This design comes from an exercise in tuning for small area, a short achievable clock period and few clock cycles per item on the open sky130 flow, not from production work. At most, simulation tests tie the RTL to the original design; equivalence was not proved.

==> 09-09 <==
Design hsl_to_rgb_converter, start of the top module:
module hsl_to_rgb_converter #(
    parameter int unsigned FRAC_BITS = hsl2rgb_pkg::FRAC_BITS_DEF
) (
    input  logic             i_clk,
    input  logic             i_rst_n,
    input  logic             i_pix_valid,
    output logic             i_pix_ready,
    input  logic [hsl2rgb_pkg::HUE_W-1:0] i_pix_hue,
    input  logic [hsl2rgb_pkg::SL_W-1:0]  i_pix_saturation,
    input  logic [hsl2rgb_pkg::SL_W-1:0]  i_pix_lightness,
    output logic             o_pix_valid,
    input  logic             o_pix_ready,
    output logic [hsl2rgb_pkg::CH_W-1:0]  o_pix_red,
    output logic [hsl2rgb_pkg::CH_W-1:0]  o_pix_green,
    output logic [hsl2rgb_pkg::CH_W-1:0]  o_pix_blue
);
clock: 8.0 ns
lec_check: 0
abc_area: 1
cap_margin: 20
core_margin: 2
core_utilization: 45
place_density: 0.6
setup_slack_margin: 4.3
slew_margin: 20
synth_hierarchical: 1
run.sh (not shown) runs the stock make flow with config.mk's settings and CLKGATE_MAP_FILE= SYNTH_SCRIPT=/design/flow/synth_recipe.tcl, a recipe that flattens the netlist after the stock synthesis.
==> 04-26: changes against 09-09 <==
Settings changed: SETUP_SLACK_MARGIN 4.3 to 4.0.
==> 04-17: changes against 09-09 <==
Settings changed: SETUP_SLACK_MARGIN 4.3 to 4.6.
==> 01-15: changes against 09-09 <==
Settings changed: SETUP_SLACK_MARGIN 4.3 to 5.0.
==> results.toml <==
[setup_path]
crit_arrival_ps = 3740
path_buf_inv = 3
critPathLaunch = "r3_c_348_394$_DFFE_PN_"
crit_type = "register to register"

[finish]
fin_area_um2 = 36700
buffers = 321
area.sequential_um2 = 12300

[sta]
slew_headroom_pct = 47.1

[run_status]
status = "complete, no violations"

[place]
gp_congestion = 0.943
(the above is from 01-15)
==> results.toml <==
[logic_synthesis]
synthMuxAreaShare_pct = 0.151
synth_area_per_cell_um2 = 9.96

[place]
gp_congestion = 0.917

[sta]
worst_slack_ps = 4390
slew_headroom_pct = 35.0

[global_route]
gr-usage-met3_pct = 3.33

[setup_path]
critPathLaunch = "r3_bt_571$_DFFE_PN_"
crit_type = "register to register"
startpoint_type = "register"
crit_arrival_ps = 3950
slowest_stage = "fa_1"

[cts]
cts_buffer_depth = 3

[finish]
final_nets = 3497
area.sequential_um2 = 12300
buffers = 109
fin_area_um2 = 33200

[floorplan]
initial_utilization_pct = 45.4

[run_status]
status = "complete, no violations"
(the above is from 09-09)
==> results.toml <==
[sta]
fin_worst_skew_ps = 22.9
slew_headroom_pct = 34.4

[finish]
area.sequential_um2 = 12300
buffers = 237

[worst_hold_path]
worstHoldPathCells = 0

[cts]
postCtsResizedCells = 56

[setup_path]
critPathLaunch = "r3_bt_605$_DFFE_PN_"
path_buf_inv = 1
crit_type = "register to register"

[run_status]
status = "complete, no violations"

[detailed_routing]
vias = 22100

[floorplan]
chipHeight_um = 261

[logic_synthesis]
synth_top_area_share_pct = 40.9
(the above is from 04-17)
==> results.toml <==
[finish]
area.sequential_um2 = 12300
clkbuf_count = 55
fin_area_um2 = 32800
buffers = 79

[setup_path]
path_buf_inv = 3
crit_arrival_ps = 2180
crit_type = "register to primary output"
critPathLaunch = "r_sv$_SDFF_PN0_"

[global_route]
gr-usage-met2_pct = 37.6

[place]
gp_congestion = 0.954

[run_status]
status = "complete, no violations"

[floorplan]
core_um2 = 65600
(the above is from 04-26)
No run of this note included a check of the RTL's function; only the layout flow was run.


==> delta <==
hsl_to_rgb_converter, a different RTL version from the one above (not shown whole).
clock: 8.0 ns
lec_check: 0
abc_area: 1
cap_margin: 20
core_margin: 2
core_utilization: 65
place_density: 0.75
setup_slack_margin: 2.0
slew_margin: 20
synth_hierarchical: 1
==> inputs of quartz, as changes to delta <==
- ABC_AREA: 1 -> unset
- CORE_UTILIZATION: 65 -> 45
- PLACE_DENSITY: 0.75 -> 0.6
==> inputs of fjord, as changes to delta <==
- CORE_UTILIZATION: 65 -> 45
- PLACE_DENSITY: 0.75 -> 0.6
==> qor summary <==
| item | fjord | quartz | delta |
|---|---|---|---|
| Sequential cell area share | 0.229 | 0.224 | 0.230 |
| Wire length of the first global-routing pass | 94300 um | 87100 um | 93000 um |
| Overall routed net length | 59300 um | 55700 um | 58300 um |
| Worst reg-to-reg setup slack | 2.20 ns | 2.19 ns | 2.25 ns |
| Met3 Routed Length | 3810 um | 3190 um | 6190 um |
| Footprint of the multi-input gates | 0.0146 mm^2 | 0.0152 mm^2 | 0.0147 mm^2 |
| Placed instance area | 0.0223 mm^2 | 0.0222 mm^2 | 0.0221 mm^2 |
| Critical R2R Launch | r2_bo_434 | r1_i_pix_lightness_49 | r2_bo_434 |
| Setup skew after layout | 0.0181 ns | 0.0172 ns | 0.0147 ns |
| Count of cells resized by post-cts repair | 5 | 23 | 7 |
| Setup repair after global routing missed its margin | no | yes | yes |
| Routed met2 length | 27000 um | 26900 um | 26200 um |
| Final setup margin | 2.20 ns | 2.19 ns | 2.25 ns |
| Vias in the first global route | 17000 | 15700 | 17300 |
| Well tap count | 607 | 607 | 435 |
| Portion of netlist area occupied by mux cells | 0.000474 | 0.00285 | 0.000474 |
| Global-route met1 utilization | 0.353 | 0.303 | 0.487 |
| GR met3 Demand/Resource | 0.0389 | 0.0385 | 0.0867 |
| Result of the run | complete, no violations | complete, no violations | complete, no violations |
| Placer's final routability congestion estimate | 0.922 | 0.907 | 0.945 |
| Simple-gate portion of the synthesized area | 0.136 | 0.121 | 0.136 |
Function was not checked in any run of this note: the RTL went through the layout flow alone.


==> inputs of amber <==
Another version of the RTL of hsl_to_rgb_converter (not shown whole).
clock: 8.0 ns
lec_check: 0
abc_area: 1
cap_margin: 20
core_margin: 2
core_utilization: 45
place_density: 0.6
setup_slack_margin: 4.9
slew_margin: 20
synth_hierarchical: 1
==> inputs of willow, as changes to amber <==
--- a/flow/config.mk
+++ b/flow/config.mk
@@ -9,7 +9,7 @@
 export CAP_MARGIN = 20
 export CORE_MARGIN = 2
-export CORE_UTILIZATION = 45
-export PLACE_DENSITY = 0.6
-export SETUP_SLACK_MARGIN = 4.9
+export CORE_UTILIZATION = 55
+export PLACE_DENSITY = 0.75
+export SETUP_SLACK_MARGIN = 5.0
 export SLEW_MARGIN = 20
 export SYNTH_HIERARCHICAL = 1
==> inputs of maple, as changes to amber <==
--- a/flow/config.mk
+++ b/flow/config.mk
@@ -9,7 +9,7 @@
 export CAP_MARGIN = 20
 export CORE_MARGIN = 2
-export CORE_UTILIZATION = 45
-export PLACE_DENSITY = 0.6
-export SETUP_SLACK_MARGIN = 4.9
+export CORE_UTILIZATION = 55
+export PLACE_DENSITY = 0.75
+export SETUP_SLACK_MARGIN = 4.6
 export SLEW_MARGIN = 20
 export SYNTH_HIERARCHICAL = 1
==> inputs of zinc, as changes to amber <==
--- a/flow/config.mk
+++ b/flow/config.mk
@@ -9,6 +9,6 @@
 export CAP_MARGIN = 20
 export CORE_MARGIN = 2
-export CORE_UTILIZATION = 45
-export PLACE_DENSITY = 0.6
+export CORE_UTILIZATION = 55
+export PLACE_DENSITY = 0.75
 export SETUP_SLACK_MARGIN = 4.9
 export SLEW_MARGIN = 20
==> comparison <==
Setup slack, lowest first: maple, willow, zinc, amber. zinc went through all stages and came out clean. amber finished clean. maple completed without violations. willow completed with no timing, DRC or antenna violations. In zinc the first-iteration DRC count is larger than in maple, by about 1.8%. Clock skew: zinc < amber < willow < maple. Sequential cell count is the same in willow and zinc. The highest final area belongs to willow, the lowest to maple. Die area: maple is lower than amber (about 18%). In willow the routed wire length is higher than in maple, by 12%. In synthesized cell count, zinc and willow do not differ. Count of clock-buffer cells in the layout: willow < maple < zinc < amber.
==> figures <==
| quantity | amber | willow | zinc | maple |
|---|---|---|---|---|
| Run status | finished clean | finished clean | finished clean | finished clean |
| Achievable clock frequency | 317 MHz | 311 MHz | 317 MHz | 294 MHz |
| CTS resizes | 71 | 109 | 66 | 6 |
| # Post-CTS Setup Buffers | 60 | 84 | 34 | 0 |
| Met3 wire length | 5670 um | 7780 um | 6170 um | 5180 um |
| Fraction of the cycle the final worst path needs | 39.4% | 40.1% | 39.5% | 42.5% |
| Repair and plain buffers | 234 | 274 | 220 | 91 |
| Final core utilization | 53.3% | 66.1% | 63.7% | 61.2% |
| Slack of the critical path | 4850 ps | 4790 ps | 4840 ps | 4600 ps |
| Fill cells | 6022 | 4189 | 4425 | 4676 |
| Detailed-route via count | 23600 | 24600 | 23800 | 22700 |
| Final non-clock buffer share | 5.92% | 6.85% | 5.50% | 2.62% |
| Depth of the worst register-to-register path | 7 | 6 | 6 | 6 |
| Delay of the slowest critical-path stage | 580 ps | 690 ps | 530 ps | 650 ps |
| Global routing usage summed across all routing layers | 24.6% | 30.4% | 28.5% | 28.8% |
Testbench counts of amber, summed over its fixed seeds: cycles 32,048, items 32,000.
Testbench counts of willow, summed over its fixed seeds: cycles 32,048, items 32,000.
Testbench counts of maple, summed over its fixed seeds: cycles 32,048, items 32,000.
Testbench counts of zinc, summed over its fixed seeds: cycles 32,048, items 32,000.


==> run C: inputs <==
Another version of the RTL of hsl_to_rgb_converter (not shown whole).
make LEC_CHECK=0 ABC_AREA=1 CAP_MARGIN=20 CORE_MARGIN=2 CORE_UTILIZATION=45 PLACE_DENSITY=0.6 SETUP_SLACK_MARGIN=4.4 SLEW_MARGIN=20 SYNTH_HIERARCHICAL=1 finish   # period 8.0 ns
==> run R (differences from run C) <==
--- a/flow/config.mk
+++ b/flow/config.mk
@@ -9,6 +9,7 @@
 export CAP_MARGIN = 20
 export CORE_MARGIN = 2
-export CORE_UTILIZATION = 45
-export PLACE_DENSITY = 0.6
+export CORE_UTILIZATION = 55
+export CTS_BUF_LIST = sky130_fd_sc_hd__clkbuf_4
+export PLACE_DENSITY = 0.75
 export SETUP_SLACK_MARGIN = 4.4
 export SLEW_MARGIN = 20
==> run summary <==
Run R went through all stages and came out clean. Run C completed without violations. Clock skew: run C is lower than run R (0.073 ns). Wire length: run C is higher than run R (0.92%). Against run C, the critical path depth of run R is higher by 1. In flip-flop and latch count, run R and run C do not differ.
==> figures <==
	run R	run C
Status	finished clean	finished clean
Share of cells above drive strength 1	10.1%	7.53%
Synthesis-to-layout area growth	11.9%	13.2%
Proportion of cell area occupied by multi-input gates	47.5%	47.0%
Terminating pin of the worst hold path	r3_lr_358	r3_lr_370
Required time of the critical path	8.56 ns	8.33 ns
Maximum net fanout on the critical path	6	9
Number of buffers other than clock buffers in the final layout	163	156
First-pass GRT wire length	116,000 µm	119,000 µm
R2r setup slk	4.36 ns	4.41 ns
Total routed wirelength	76,100 µm	76,800 µm
Testbench counts of run C, summed over its fixed seeds: cycles 32,048, items 32,000.
Testbench counts of run R, summed over its fixed seeds: cycles 32,048, items 32,000.

==> re-timing with driven ports <==
In the flow no input, the clock included, has a driving cell. The finished layouts below were timed again as built, in two steps. Step 1, drivers: a clkbuf_16 drives i_clk and a buf_2 each remaining input, both assumed. Step 2 moves the port delays by t, midway between the first and last clock arrival at a register: inputs arrive t later, outputs are due t later. That takes back most of the time a late clock gives input paths. Slacks: ideal ports / drivers / drivers and shift; pairs: ideal ports / drivers.
run | shift t [ns] | setup slack, ns | worst setup path after step 2
09-09 | 0.662 | 4.386 / 4.385 / 4.386 | register to register
04-26 | 0.646 | 4.217 / 4.152 / 4.336 | register to register
04-17 | 0.661 | 4.546 / 4.546 / 4.499 | input to register
01-15 | 0.667 | 4.619 / 4.619 / 4.619 | register to register
delta | 0.518 | 2.252 / 2.252 / 2.252 | register to register
quartz | 0.550 | 2.188 / 2.188 / 2.188 | register to register
fjord | 0.547 | 2.201 / 2.201 / 2.201 | register to register
amber | 0.654 | 4.846 / 4.846 / 4.454 | input to register
willow | 0.660 | 4.788 / 4.788 / 4.685 | input to register
maple | 0.651 | 4.598 / 4.598 / 4.589 | input to register
zinc | 0.651 | 4.843 / 4.843 / 4.499 | input to register
run C | 0.639 | 4.405 / 4.405 / 4.405 | register to register
run R | 0.887 | 4.364 / 4.364 / 4.364 | register to register
After both steps every run listed still meets setup and hold. For amber, which loses most, drivers alone change the setup slack by 0.000 ns; drivers and shift together by -0.392 ns.
